This design comes from an exercise in tuning for a short achievable clock period and few clock cycles per item on the open sky130 flow, not from production work. The RTL was checked by simulation tests, not by an equivalence proof against the original design. Power figures rest on the tool's default switching activity, not on a simulated workload.

==> flow/design.v <==
`default_nettype none
package alu_exec_pkg;
    localparam logic [4:0] c_OP_ADD    = 5'd0;
    localparam logic [4:0] c_OP_SUB    = 5'd1;
    localparam logic [4:0] c_OP_XOR    = 5'd2;
    localparam logic [4:0] c_OP_OR     = 5'd3;
    localparam logic [4:0] c_OP_AND    = 5'd4;
    localparam logic [4:0] c_OP_SLL    = 5'd5;
    localparam logic [4:0] c_OP_SRL    = 5'd6;
    localparam logic [4:0] c_OP_SRA    = 5'd7;
    localparam logic [4:0] c_OP_SLT    = 5'd8;
    localparam logic [4:0] c_OP_SLTU   = 5'd9;
    localparam logic [4:0] c_OP_MUL    = 5'd16;
    localparam logic [4:0] c_OP_MULH   = 5'd17;
    localparam logic [4:0] c_OP_MULHSU = 5'd18;
    localparam logic [4:0] c_OP_MULHU  = 5'd19;
    localparam logic [4:0] c_OP_DIV    = 5'd20;
    localparam logic [4:0] c_OP_DIVU   = 5'd21;
    localparam logic [4:0] c_OP_REM    = 5'd22;
    localparam logic [4:0] c_OP_REMU   = 5'd23;
    localparam logic [1:0] c_ALU_OP_ADD    = 2'b00;
    localparam logic [1:0] c_ALU_OP_BRANCH = 2'b01;
    localparam logic [1:0] c_ALU_OP_RTYPE  = 2'b10;
    localparam logic [1:0] c_ALU_OP_ITYPE  = 2'b11;
    localparam logic [6:0] c_FUNCT7_ALT  = 7'd32;
    localparam logic [6:0] c_FUNCT7_MEXT = 7'd1;
    localparam logic [1:0] c_ST_IDLE     = 2'd0;
    localparam logic [1:0] c_ST_MUL      = 2'd1;
    localparam logic [1:0] c_ST_DIV      = 2'd2;
    localparam logic [1:0] c_ST_DONE_DIV = 2'd3;
    function automatic logic is_mul_op(input logic [4:0] op);
        is_mul_op = op[4] && !op[2];
    endfunction
    function automatic logic is_div_op(input logic [4:0] op);
        is_div_op = op[4] && op[2];
    endfunction
endpackage
`default_nettype wire
`default_nettype none
module alu_op_decode
#(
    parameter int M_EXT = 1
) (
    input  logic [1:0] alu_op,
    input  logic [2:0] funct3,
    input  logic [6:0] funct7,
    output logic [4:0] op
);
    logic       w_alt;
    logic [4:0] w_base_op;
    assign w_alt = (funct7 == alu_exec_pkg::c_FUNCT7_ALT);
    always_comb begin
        w_base_op = alu_exec_pkg::c_OP_ADD;
        case (funct3)
            3'd0:    w_base_op = alu_exec_pkg::c_OP_ADD;
            3'd1:    w_base_op = alu_exec_pkg::c_OP_SLL;
            3'd2:    w_base_op = alu_exec_pkg::c_OP_SLT;
            3'd3:    w_base_op = alu_exec_pkg::c_OP_SLTU;
            3'd4:    w_base_op = alu_exec_pkg::c_OP_XOR;
            3'd5:    w_base_op = w_alt ? alu_exec_pkg::c_OP_SRA : alu_exec_pkg::c_OP_SRL;
            3'd6:    w_base_op = alu_exec_pkg::c_OP_OR;
            default: w_base_op = alu_exec_pkg::c_OP_AND;
        endcase
    end
    always_comb begin
        op = alu_exec_pkg::c_OP_ADD;
        case (alu_op)
            alu_exec_pkg::c_ALU_OP_ADD: op = alu_exec_pkg::c_OP_ADD;
            alu_exec_pkg::c_ALU_OP_BRANCH: begin
                case (funct3)
                    3'd4, 3'd5: op = alu_exec_pkg::c_OP_SLT;
                    3'd6, 3'd7: op = alu_exec_pkg::c_OP_SLTU;
                    default:    op = alu_exec_pkg::c_OP_SUB;
                endcase
            end
            alu_exec_pkg::c_ALU_OP_RTYPE: begin
                if ((M_EXT != 0) && (funct7 == alu_exec_pkg::c_FUNCT7_MEXT))
                    op = {2'b10, funct3};
                else if ((funct3 == 3'd0) && w_alt)
                    op = alu_exec_pkg::c_OP_SUB;
                else
                    op = w_base_op;
            end
            default: begin
                op = (funct3 == 3'd0) ? alu_exec_pkg::c_OP_ADD : w_base_op;
            end
        endcase
    end
endmodule
`default_nettype wire
`default_nettype none
module alu_exec_unit
#(
    parameter int XLEN  = 32,
    parameter int M_EXT = 1
) (
    input  logic            clk,
    input  logic            rst,
    input  logic            flush,
    input  logic            in_valid,
    output logic            in_ready,
    input  logic [1:0]      alu_op,
    input  logic [2:0]      funct3,
    input  logic [6:0]      funct7,
    input  logic [XLEN-1:0] op_a,
    input  logic [XLEN-1:0] op_b,
    output logic            out_valid,
    input  logic            out_ready,
    output logic [XLEN-1:0] result,
    output logic            result_zero
);
    localparam int              c_SHW      = $clog2(XLEN);
    localparam logic [c_SHW-1:0] c_CNT_ONE  = {{(c_SHW-1){1'b0}}, 1'b1};
    localparam logic [c_SHW-1:0] c_CNT_LAST = {c_SHW{1'b1}};
    generate
        if (XLEN < 8 || (XLEN & (XLEN - 1)) != 0) begin : g_bad_xlen
            $error("alu_exec_unit: XLEN must be >= 8 and a power of 2");
        end
    endgenerate
    logic [1:0]        r_state;
    logic              r_out_valid;
    logic [XLEN-1:0]   r_result;
    logic [4:0]        r_op;
    logic              r_neg;
    logic              r_neg_rem;
    logic [c_SHW-1:0]  r_cnt;
    logic [2*XLEN-1:0] r_prod;
    logic [2*XLEN-1:0] r_mcand;
    logic [XLEN-1:0]   r_mplier;
    logic [XLEN-1:0]   r_quot;
    logic [XLEN-1:0]   r_rem;
    logic [XLEN-1:0]   r_divisor;
    logic [4:0]        w_op;
    logic              w_idle;
    logic              w_in_ready;
    logic              w_accept;
    alu_op_decode #(.M_EXT(M_EXT)) u_decode (
        .alu_op (alu_op),
        .funct3 (funct3),
        .funct7 (funct7),
        .op     (w_op)
    );
    assign w_idle     = (r_state == alu_exec_pkg::c_ST_IDLE);
    assign w_in_ready = !rst && w_idle && (!r_out_valid || out_ready);
    assign w_accept   = in_valid && w_in_ready;
    logic [c_SHW-1:0] w_shamt;
    logic [XLEN-1:0]  w_base_result;
    assign w_shamt = op_b[c_SHW-1:0];
    always_comb begin
        w_base_result = '0;
        case (w_op)
            alu_exec_pkg::c_OP_ADD:  w_base_result = op_a + op_b;
            alu_exec_pkg::c_OP_SUB:  w_base_result = op_a - op_b;
            alu_exec_pkg::c_OP_XOR:  w_base_result = op_a ^ op_b;
            alu_exec_pkg::c_OP_OR:   w_base_result = op_a | op_b;
            alu_exec_pkg::c_OP_AND:  w_base_result = op_a & op_b;
            alu_exec_pkg::c_OP_SLL:  w_base_result = op_a << w_shamt;
            alu_exec_pkg::c_OP_SRL:  w_base_result = op_a >> w_shamt;
            alu_exec_pkg::c_OP_SRA:  w_base_result = $signed(op_a) >>> w_shamt;
            alu_exec_pkg::c_OP_SLT:  w_base_result = {{(XLEN-1){1'b0}}, $signed(op_a) < $signed(op_b)};
            alu_exec_pkg::c_OP_SLTU: w_base_result = {{(XLEN-1){1'b0}}, op_a < op_b};
            default:   w_base_result = '0;
        endcase
    end
    logic            w_a_signed;
    logic            w_b_signed;
    logic            w_a_neg;
    logic            w_b_neg;
    logic [XLEN-1:0] w_mag_a;
    logic [XLEN-1:0] w_mag_b;
    assign w_a_signed = (w_op == alu_exec_pkg::c_OP_MULH) || (w_op == alu_exec_pkg::c_OP_MULHSU) ||
                        (w_op == alu_exec_pkg::c_OP_DIV)  || (w_op == alu_exec_pkg::c_OP_REM);
    assign w_b_signed = (w_op == alu_exec_pkg::c_OP_MULH) || (w_op == alu_exec_pkg::c_OP_DIV) || (w_op == alu_exec_pkg::c_OP_REM);
    assign w_a_neg    = w_a_signed && op_a[XLEN-1];
    assign w_b_neg    = w_b_signed && op_b[XLEN-1];
    assign w_mag_a    = w_a_neg ? -op_a : op_a;
    assign w_mag_b    = w_b_neg ? -op_b : op_b;
    logic [2*XLEN-1:0] w_prod_in;
    logic [2*XLEN-1:0] w_mcand_in;
    logic [XLEN-1:0]   w_mplier_in;
    logic [2*XLEN-1:0] w_prod_step;
    logic [2*XLEN-1:0] w_prod_full;
    logic [2*XLEN-1:0] w_prod_signed;
    logic              w_mul_neg;
    logic [4:0]        w_mul_op;
    logic [XLEN-1:0]   w_mul_result;
    assign w_prod_in   = w_idle ? '0 : r_prod;
    assign w_mcand_in  = w_idle ? {{XLEN{1'b0}}, w_mag_a} : r_mcand;
    assign w_mplier_in = w_idle ? w_mag_b : r_mplier;
    assign w_prod_step = w_prod_in + (w_mplier_in[0] ? w_mcand_in : '0);
    assign w_prod_full = w_prod_step;
    assign w_mul_neg     = w_idle ? (w_a_neg ^ w_b_neg) : r_neg;
    assign w_mul_op      = w_idle ? w_op : r_op;
    assign w_prod_signed = w_mul_neg ? -w_prod_full : w_prod_full;
    assign w_mul_result  = (w_mul_op == alu_exec_pkg::c_OP_MUL) ? w_prod_signed[XLEN-1:0]
                                                  : w_prod_signed[2*XLEN-1:XLEN];
    logic [XLEN-1:0] w_rem_in;
    logic [XLEN-1:0] w_quot_in;
    logic [XLEN-1:0] w_dvsr_in;
    logic [XLEN:0]   w_rem_shift;
    logic [XLEN:0]   w_rem_sub;
    logic            w_fits;
    logic [XLEN-1:0] w_rem_step;
    logic [XLEN-1:0] w_quot_step;
    logic            w_div_by_zero;
    logic            w_div_ovf;
    logic [XLEN-1:0] w_corner_result;
    logic            w_quot_sel;
    logic [XLEN-1:0] w_div_result;
    assign w_rem_in    = w_idle ? '0 : r_rem;
    assign w_quot_in   = w_idle ? w_mag_a : r_quot;
    assign w_dvsr_in   = w_idle ? w_mag_b : r_divisor;
    assign w_rem_shift = {w_rem_in, w_quot_in[XLEN-1]};
    assign w_rem_sub   = w_rem_shift - {1'b0, w_dvsr_in};
    assign w_fits      = !w_rem_sub[XLEN];
    assign w_rem_step  = w_fits ? w_rem_sub[XLEN-1:0] : w_rem_shift[XLEN-1:0];
    assign w_quot_step = {w_quot_in[XLEN-2:0], w_fits};
    assign w_div_by_zero = (op_b == '0);
    assign w_div_ovf     = ((w_op == alu_exec_pkg::c_OP_DIV) || (w_op == alu_exec_pkg::c_OP_REM)) &&
                           (op_a == {1'b1, {(XLEN-1){1'b0}}}) && (op_b == '1);
    always_comb begin
        w_corner_result = '0;
        if (w_div_by_zero)
            w_corner_result = ((w_op == alu_exec_pkg::c_OP_DIV) || (w_op == alu_exec_pkg::c_OP_DIVU)) ? '1 : op_a;
        else
            w_corner_result = (w_op == alu_exec_pkg::c_OP_DIV) ? op_a : '0;
    end
    assign w_quot_sel   = (r_op == alu_exec_pkg::c_OP_DIV) || (r_op == alu_exec_pkg::c_OP_DIVU);
    assign w_div_result = w_quot_sel ? (r_neg ? -r_quot : r_quot)
                                     : (r_neg_rem ? -r_rem : r_rem);
    always_ff @(posedge clk or posedge rst) begin
        if (rst) begin
            r_state     <= alu_exec_pkg::c_ST_IDLE;
            r_out_valid <= 1'b0;
            r_result    <= '0;
            r_op        <= alu_exec_pkg::c_OP_ADD;
            r_neg       <= 1'b0;
            r_neg_rem   <= 1'b0;
            r_cnt       <= '0;
            r_prod      <= '0;
            r_mcand     <= '0;
            r_mplier    <= '0;
            r_quot      <= '0;
            r_rem       <= '0;
            r_divisor   <= '0;
        end else if (flush) begin
            r_state     <= alu_exec_pkg::c_ST_IDLE;
            r_out_valid <= 1'b0;
        end else begin
            if (r_out_valid && out_ready)
                r_out_valid <= 1'b0;
            case (r_state)
                alu_exec_pkg::c_ST_IDLE: begin
                    if (w_accept) begin
                        r_op  <= w_op;
                        r_cnt <= c_CNT_ONE;
                        if (alu_exec_pkg::is_div_op(w_op)) begin
                            if (w_div_by_zero || w_div_ovf) begin
                                r_result    <= w_corner_result;
                                r_out_valid <= 1'b1;
                            end else begin
                                r_rem     <= w_rem_step;
                                r_quot    <= w_quot_step;
                                r_divisor <= w_mag_b;
                                r_neg     <= w_a_neg ^ w_b_neg;
                                r_neg_rem <= w_a_neg;
                                r_state   <= alu_exec_pkg::c_ST_DIV;
                            end
                        end else if (alu_exec_pkg::is_mul_op(w_op)) begin
                            r_prod   <= w_prod_step;
                            r_mcand  <= w_mcand_in << 1;
                            r_mplier <= w_mplier_in >> 1;
                            r_neg    <= w_a_neg ^ w_b_neg;
                            r_state  <= alu_exec_pkg::c_ST_MUL;
                        end else begin
                            r_result    <= w_base_result;
                            r_out_valid <= 1'b1;
                        end
                    end
                end
                alu_exec_pkg::c_ST_MUL: begin
                    r_prod   <= w_prod_step;
                    r_mcand  <= w_mcand_in << 1;
                    r_mplier <= w_mplier_in >> 1;
                    r_cnt    <= r_cnt + c_CNT_ONE;
                    if (r_cnt == c_CNT_LAST) begin
                        r_result    <= w_mul_result;
                        r_out_valid <= 1'b1;
                        r_state     <= alu_exec_pkg::c_ST_IDLE;
                    end
                end
                alu_exec_pkg::c_ST_DIV: begin
                    r_rem  <= w_rem_step;
                    r_quot <= w_quot_step;
                    r_cnt  <= r_cnt + c_CNT_ONE;
                    if (r_cnt == c_CNT_LAST)
                        r_state <= alu_exec_pkg::c_ST_DONE_DIV;
                end
                alu_exec_pkg::c_ST_DONE_DIV: begin
                    r_result    <= w_div_result;
                    r_out_valid <= 1'b1;
                    r_state     <= alu_exec_pkg::c_ST_IDLE;
                end
                default: r_state <= alu_exec_pkg::c_ST_IDLE;
            endcase
        end
    end
    assign in_ready    = w_in_ready;
    assign out_valid   = r_out_valid;
    assign result      = r_result;
    assign result_zero = (r_result == '0);
endmodule
`default_nettype wire
==> flow/run.sh <==
#!/bin/bash
# synth_recipe.tcl (not shown) runs the flow's synth.tcl, then flattens the netlist and writes it again
# the make line also repeats each setting of config.mk as NAME=value (left out here)
make -C /OpenROAD-flow-scripts/flow DESIGN_CONFIG=/design/flow/config.mk WORK_HOME=/design/flow/orfs CLKGATE_MAP_FILE= SYNTH_SCRIPT=/design/flow/synth_recipe.tcl finish
==> flow/config.mk <==
export PLATFORM = sky130hd
export DESIGN_NAME = alu_exec_unit
export DESIGN_NICKNAME = alu_exec_unit
export VERILOG_FILES = /design/flow/design.v
export SDC_FILE = /design/flow/constraint.sdc
export NUM_CORES = 4
export LEC_CHECK = 0
export CAP_MARGIN = 20
export CORE_MARGIN = 2
export CORE_UTILIZATION = 40
export SLEW_MARGIN = 20
==> flow/constraint.sdc <==
create_clock -name core_clock -period 9.0 [get_ports {clk}]
set_input_delay 1.8000 -clock core_clock [delete_from_list [all_inputs] [get_ports {clk}]]
set_output_delay 1.8000 -clock core_clock [all_outputs]
set_load 0.01 [all_outputs]
==> notes.md <==
[Yosys cell counts, types with 12 or more instances]
library cell	number
sky130_fd_sc_hd__a21boi_0	16
sky130_fd_sc_hd__nor2_1	404
sky130_fd_sc_hd__or2_2	27
sky130_fd_sc_hd__dfrtp_1	301
sky130_fd_sc_hd__nor3_1	109
sky130_fd_sc_hd__o41ai_1	26
sky130_fd_sc_hd__mux2i_1	84
sky130_fd_sc_hd__buf_2	23
sky130_fd_sc_hd__o21ai_0	614
sky130_fd_sc_hd__ha_1	204
sky130_fd_sc_hd__o21a_1	30
sky130_fd_sc_hd__a211oi_1	62
sky130_fd_sc_hd__mux4_2	58
sky130_fd_sc_hd__o31a_1	15
sky130_fd_sc_hd__clkbuf_1	255
sky130_fd_sc_hd__o211ai_1	68
sky130_fd_sc_hd__a21o_1	54
sky130_fd_sc_hd__xor2_1	63
sky130_fd_sc_hd__or4_1	30
sky130_fd_sc_hd__buf_1	39
sky130_fd_sc_hd__a221oi_1	24
sky130_fd_sc_hd__o31ai_1	55
sky130_fd_sc_hd__o22ai_1	32
sky130_fd_sc_hd__xnor2_1	144
sky130_fd_sc_hd__nand2b_1	26
sky130_fd_sc_hd__o21bai_1	24
sky130_fd_sc_hd__nor4_1	47
sky130_fd_sc_hd__a31oi_1	47
sky130_fd_sc_hd__nor2b_1	117
sky130_fd_sc_hd__o221ai_1	22
sky130_fd_sc_hd__and2_1	56
sky130_fd_sc_hd__and3_1	36
sky130_fd_sc_hd__a21oi_1	285
sky130_fd_sc_hd__a22oi_1	17
sky130_fd_sc_hd__or3_1	46
sky130_fd_sc_hd__a211o_1	17
sky130_fd_sc_hd__nand3_1	92
sky130_fd_sc_hd__mux2_2	32
sky130_fd_sc_hd__inv_1	140
sky130_fd_sc_hd__nand3b_1	15
sky130_fd_sc_hd__o2111ai_1	12
sky130_fd_sc_hd__nand4_1	57
sky130_fd_sc_hd__nand2_1	653
[worst max-delay path, delay by kind of cell]
kind	cells	cell delay [ns]
XOR/XNOR	1	0.24
adder cells (fa/ha/maj)	1	0.35
buffers and inverters	6	1.39
AND/OR/NAND/NOR	11	2.66
AO/OA/AOI/OAI	11	2.72
[registers in the layout (all words and copies together) (netlist names)]
signal / count
r_rem: 32
r_neg_rem: 1
r_mplier: 31
r_result: 32
r_out_valid: 1
r_divisor: 32
r_quot: 32
r_op: 5
r_neg: 1
r_mcand: 63
r_cnt: 5
r_prod: 64
r_state: 2
[cell type report]
| class | instances | share of cell area (%) |
|---|---|---|
| diodes | 3 | 0.0179 |
| clock buffers | 53 | 2.70 |
| clock inverters | 19 | 0.490 |
| inverters | 144 | 1.30 |
| multi-input cells | 3919 | 60.4 |
| flip-flops and latches | 301 | 18.0 |
| well taps | 1144 | 3.42 |
| repair buffers | 698 | 13.6 |
[stage by stage]
| step | setup TNS (ns) | power, uW |
|---|---|---|
| floorplan | 0 | 4700 |
| global placement | -0.0519 | 7090 |
| detailed placement | -0.0883 | 7130 |
| CTS | 0 | 8810 |
| global route | 0 | 9400 |
| finish | 0 | 8930 |
[power groups by stage]
stage	clock [uW]	combinational [uW]	sequential (uW)
floorplan	0	2770	1930
global placement	0	5030	2060
detailed placement	0	5070	2060
CTS	1680	5090	2040
global route	1730	5590	2080
finish	1660	5220	2060
[worst max-delay path by stage]
stage,startpoint,endpoint,slack [ns],cells after the start
after floorplan,funct7[3],r_result[31]$_DFFE_PP0P_,1.17,27
after global placement,funct7[3],r_result[22]$_DFFE_PP0P_,-0.03,30
after detailed placement,funct7[3],r_result[22]$_DFFE_PP0P_,-0.05,29
after CTS,funct7[3],r_result[25]$_DFFE_PP0P_,0.54,29
after global routing,funct7[3],r_result[31]$_DFFE_PP0P_,0.02,30
final,funct7[3],r_result[22]$_DFFE_PP0P_,0.35,30
[placed cells by master (no fill, tap or decap), types with 47 or more instances in the layout]
cell type,Yosys,routed
sky130_fd_sc_hd__nand2_1,653,653
sky130_fd_sc_hd__o21ai_0,614,614
sky130_fd_sc_hd__buf_4,0,570
sky130_fd_sc_hd__nor2_1,404,401
sky130_fd_sc_hd__dfrtp_1,301,301
sky130_fd_sc_hd__a21oi_1,285,282
sky130_fd_sc_hd__ha_1,204,203
sky130_fd_sc_hd__xnor2_1,144,143
sky130_fd_sc_hd__inv_1,140,138
sky130_fd_sc_hd__nor2b_1,117,116
sky130_fd_sc_hd__clkdlybuf4s50_1,0,110
sky130_fd_sc_hd__nor3_1,109,105
sky130_fd_sc_hd__nand3_1,92,92
sky130_fd_sc_hd__mux2i_1,84,84
sky130_fd_sc_hd__o211ai_1,68,68
sky130_fd_sc_hd__xor2_1,63,63
sky130_fd_sc_hd__a211oi_1,62,61
sky130_fd_sc_hd__mux4_2,58,58
sky130_fd_sc_hd__nand4_1,57,57
sky130_fd_sc_hd__and2_1,56,56
sky130_fd_sc_hd__o31ai_1,55,55
sky130_fd_sc_hd__a21o_1,54,54
sky130_fd_sc_hd__a31oi_1,47,47
[timing repair]
item	4_1_cts	5_1_grt
gates resized for setup	0	5
endpoints found under the hold margin	0	0
setup endpoints to repair	0	16
[cell families after synthesis]
kind of cell / after synthesis / synth area share [%]
AND/OR/NAND/NOR: 1764 / 24.3
AO/OA/AOI/OAI: 1566 / 28.5
buffers and inverters: 462 / 5.12
flip-flops: 301 / 21.9
adder cells (fa/ha/maj): 208 / 7.65
XOR/XNOR: 207 / 5.27
multiplexers: 174 / 7.28
[routing by layer]
metal  track usage [%]  wire [um]
met5                 0        109
met1              44.9      64700
met2              56.6      72300
met4              22.0      11800
met3              9.06      16400
==> results_tabular.tex <==
\begin{tabular}{lr}
\hline
Metric & Value \\
\hline
\multicolumn{2}{l}{\textbf{Clocking}} \\
Hold Buf Count CTS & 0 \\
Worst-skew pair later-pin latency & 0.61 ns \\
Root buf cell & sky130\_fd\_sc\_hd\_\_clkbuf\_16 \\
Clock buffer depth & 3 \\
Clock tree from TritonCTS & done \\
Sink Count & 301 \\
CTS HTree Levels & 2 \\
Cts bufs inserted & 41 \\
Number of buffers inserted to repair setup after CTS & 0 \\
Clock slew at the register clock pins of the worst setup and hold paths & 0.06 ns \\
\multicolumn{2}{l}{\textbf{Logic synthesis}} \\
Post-synthesis area per instance & 7.35 um\^{}2 \\
Flip-flop cell with the highest count after synthesis & sky130\_fd\_sc\_hd\_\_dfrtp\_1 \\
Syn Inst Count & 4682 \\
Yosys top cell by area & sky130\_fd\_sc\_hd\_\_dfrtp\_1 \\
Synth top area cells & sky130\_fd\_sc\_hd\_\_dfrtp\_1 (22\%), sky130\_fd\_sc\_hd\_\_o21ai\_0 (8.9\%), sky130\_fd\_sc\_hd\_\_ha\_1 (7.4\%) \\
Post-synth EDFFs & 0 \\
Total number of yosys warnings & 2 \\
Post-Syn Area & 34400 um\^{}2 \\
Number of distinct standard cells referenced by the synthesized netlist & 99 \\
Synth async-reset ratio & 100\% \\
Syn nets & 4971 \\
Flop and latch count out of synthesis & 301 \\
Sequential area share after synthesis & 21.9\% \\
Proportion of netlist area held by the largest area contributor & 21.9\% \\
\multicolumn{2}{l}{\textbf{Timing}} \\
Tmin final & 8.65 ns \\
Maximum operating frequency & 116 MHz \\
Worst slew pin tran & 1.13 ns \\
Clock Skew & 0.0499 ns \\
Final count of pins violating max slew & 0 \\
Worst setup margin & 0.346 ns \\
Hold violation total from the final report & 0 \\
RSZ-0062 raised after global routing & false \\
Relative slew margins & 24.3\% \\
Share of the cycle needed by the critical path after routing & 96.2\% \\
Worst-case hold slack & 0.470 ns \\
Setup violations, final & 0 \\
\multicolumn{2}{l}{\textbf{Run status}} \\
Outcome & complete, no violations \\
\multicolumn{2}{l}{\textbf{Placement}} \\
Total cell area at the placement stage & 40400 um\^{}2 \\
PortBufs & 115 \\
Routability congestion estimate from global placement & 1.11 \\
Worst slack at placement & -0.0462 ns \\
Total half-perimeter wirelength after legalization and detailed placement & 129 mm \\
Placed Instances & 6204 \\
\multicolumn{2}{l}{\textbf{Power and ir drop}} \\
Combinational Power Share & 58.4\% \\
Power density over the cells & 214 nW/um\^{}2 \\
Fraction of power spent switching nets & 47.5\% \\
Clk network pwr share & 18.5\% \\
Net load switching power & 4240 uW \\
Fraction of power consumed by sequential logic & 23.0\% \\
Worst vdd ir & 126 uV \\
Internal power contribution & 4690 uW \\
Leakage component of the power & 0.0182 uW \\
\multicolumn{2}{l}{\textbf{Global route}} \\
Largest net degree at the start of global routing & 186 \\
Total congestion overflow & 0 \\
Wire length of the first global-routing pass & 243 mm \\
Via count of the first global-routing pass & 37300 \\
Global Route Usage Sum & 36.2\% \\
Initial antenna violation count & 12 \\
\multicolumn{2}{l}{\textbf{Min path}} \\
Hold Path Origin & r\_divisor[13]\$\_DFFE\_PP0P\_ \\
Class of the tightest hold or removal check & reg2reg \\
End point of the worst hold path & r\_divisor[13]\$\_DFFE\_PP0P\_ \\
Number of instances on the worst hold path & 2 \\
\multicolumn{2}{l}{\textbf{Floorplan}} \\
Die extent in x & 297 um \\
Boundary pin count & 116 \\
Initial core utilization & 40.4\% \\
Die area & 88400 um\^{}2 \\
Number of rows in the core area & 107 \\
Die Span Y & 297 um \\
Core ar. & 85300 um\^{}2 \\
\multicolumn{2}{l}{\textbf{Critical path}} \\
Maximum fanout along the worst path & 18 \\
Crit end category & register \\
Category of the worst setup path launch point & primary input \\
Arrival @ worst endpoint & 9.20 ns \\
Crit Path Class & in2reg \\
Critical path's most frequent cell & sky130\_fd\_sc\_hd\_\_buf\_4 \\
Req. time, crit path & 9.55 ns \\
Worst R2R Path Depth & 23 \\
Library cell contributing the largest single delay on the critical path & sky130\_fd\_sc\_hd\_\_or4\_1 \\
Start of the worst register-to-register path & r\_state[0]\$\_DFFE\_PP0P\_ \\
Setup slack of the worst register-to-register path & 2.52 ns \\
Highest cell delay on the worst timing path & 0.71 ns \\
Endpoint of the most critical register-to-register path & r\_result[31]\$\_DFFE\_PP0P\_ \\
\multicolumn{2}{l}{\textbf{Finish}} \\
Total of fill cells in the finished design & 8501 \\
Final net count & 5394 \\
Multi-input gate area in the final layout & 25300 um\^{}2 \\
Core Util, Final & 49.1\% \\
Sequential standard cell area & 7530 um\^{}2 \\
Area growth syn-to-layout & 21.5\% \\
Fraction of layout cells with a size suffix above 1 & 16.2\% \\
Final instance area & 41800 um\^{}2 \\
Number of standard cells in the final layout excluding fillers & 6281 \\
\multicolumn{2}{l}{\textbf{Routing}} \\
Average wire per cell in the routed design & 26.3 um \\
Wire length after detailed routing & 165 mm \\
Number of design-rule violations left by the first detailed-router iteration & 4581 \\
Via count & 39300 \\
Count of TritonRoute iterations in the first routing pass & 6 \\
Number of routed nets with antenna violations & 0 \\
Routed vias/inst & 6.25 \\
Drc violations & 0 \\
\multicolumn{2}{l}{\textbf{Flow run}} \\
Max\_cap viols & 0 \\
\hline
\end{tabular}
Testbench counts, summed over its fixed seeds: cycles 100,961, items 9,600.

[static timing again, ports no longer ideal]
No port has a modelled driver above. Below, the same layout with a new extraction and two added sets of constraints. Step 1, drivers: a clkbuf_16 drives clk and a buf_2 each remaining input, both assumed. Step 2 also shifts input and output timing later by t, the mid clock arrival at the registers, as if the neighbouring blocks saw the same clock. Slacks: ideal / step 1 / step 2; pairs: ideal / step 1.
t, ns: 0.662
slack for setup (ns): 0.346 / 0.392 / -0.270
clock arrival spread, ns: 0.050 / 0.050
worst slew at a driven data input, ns: 0.07
cell pins on the clock port's net: 1
Met with ideal ports but missed after step 2: setup timing in this run. The setup slack of this run moves by +0.046 ns with the drivers and by -0.616 ns with both steps.
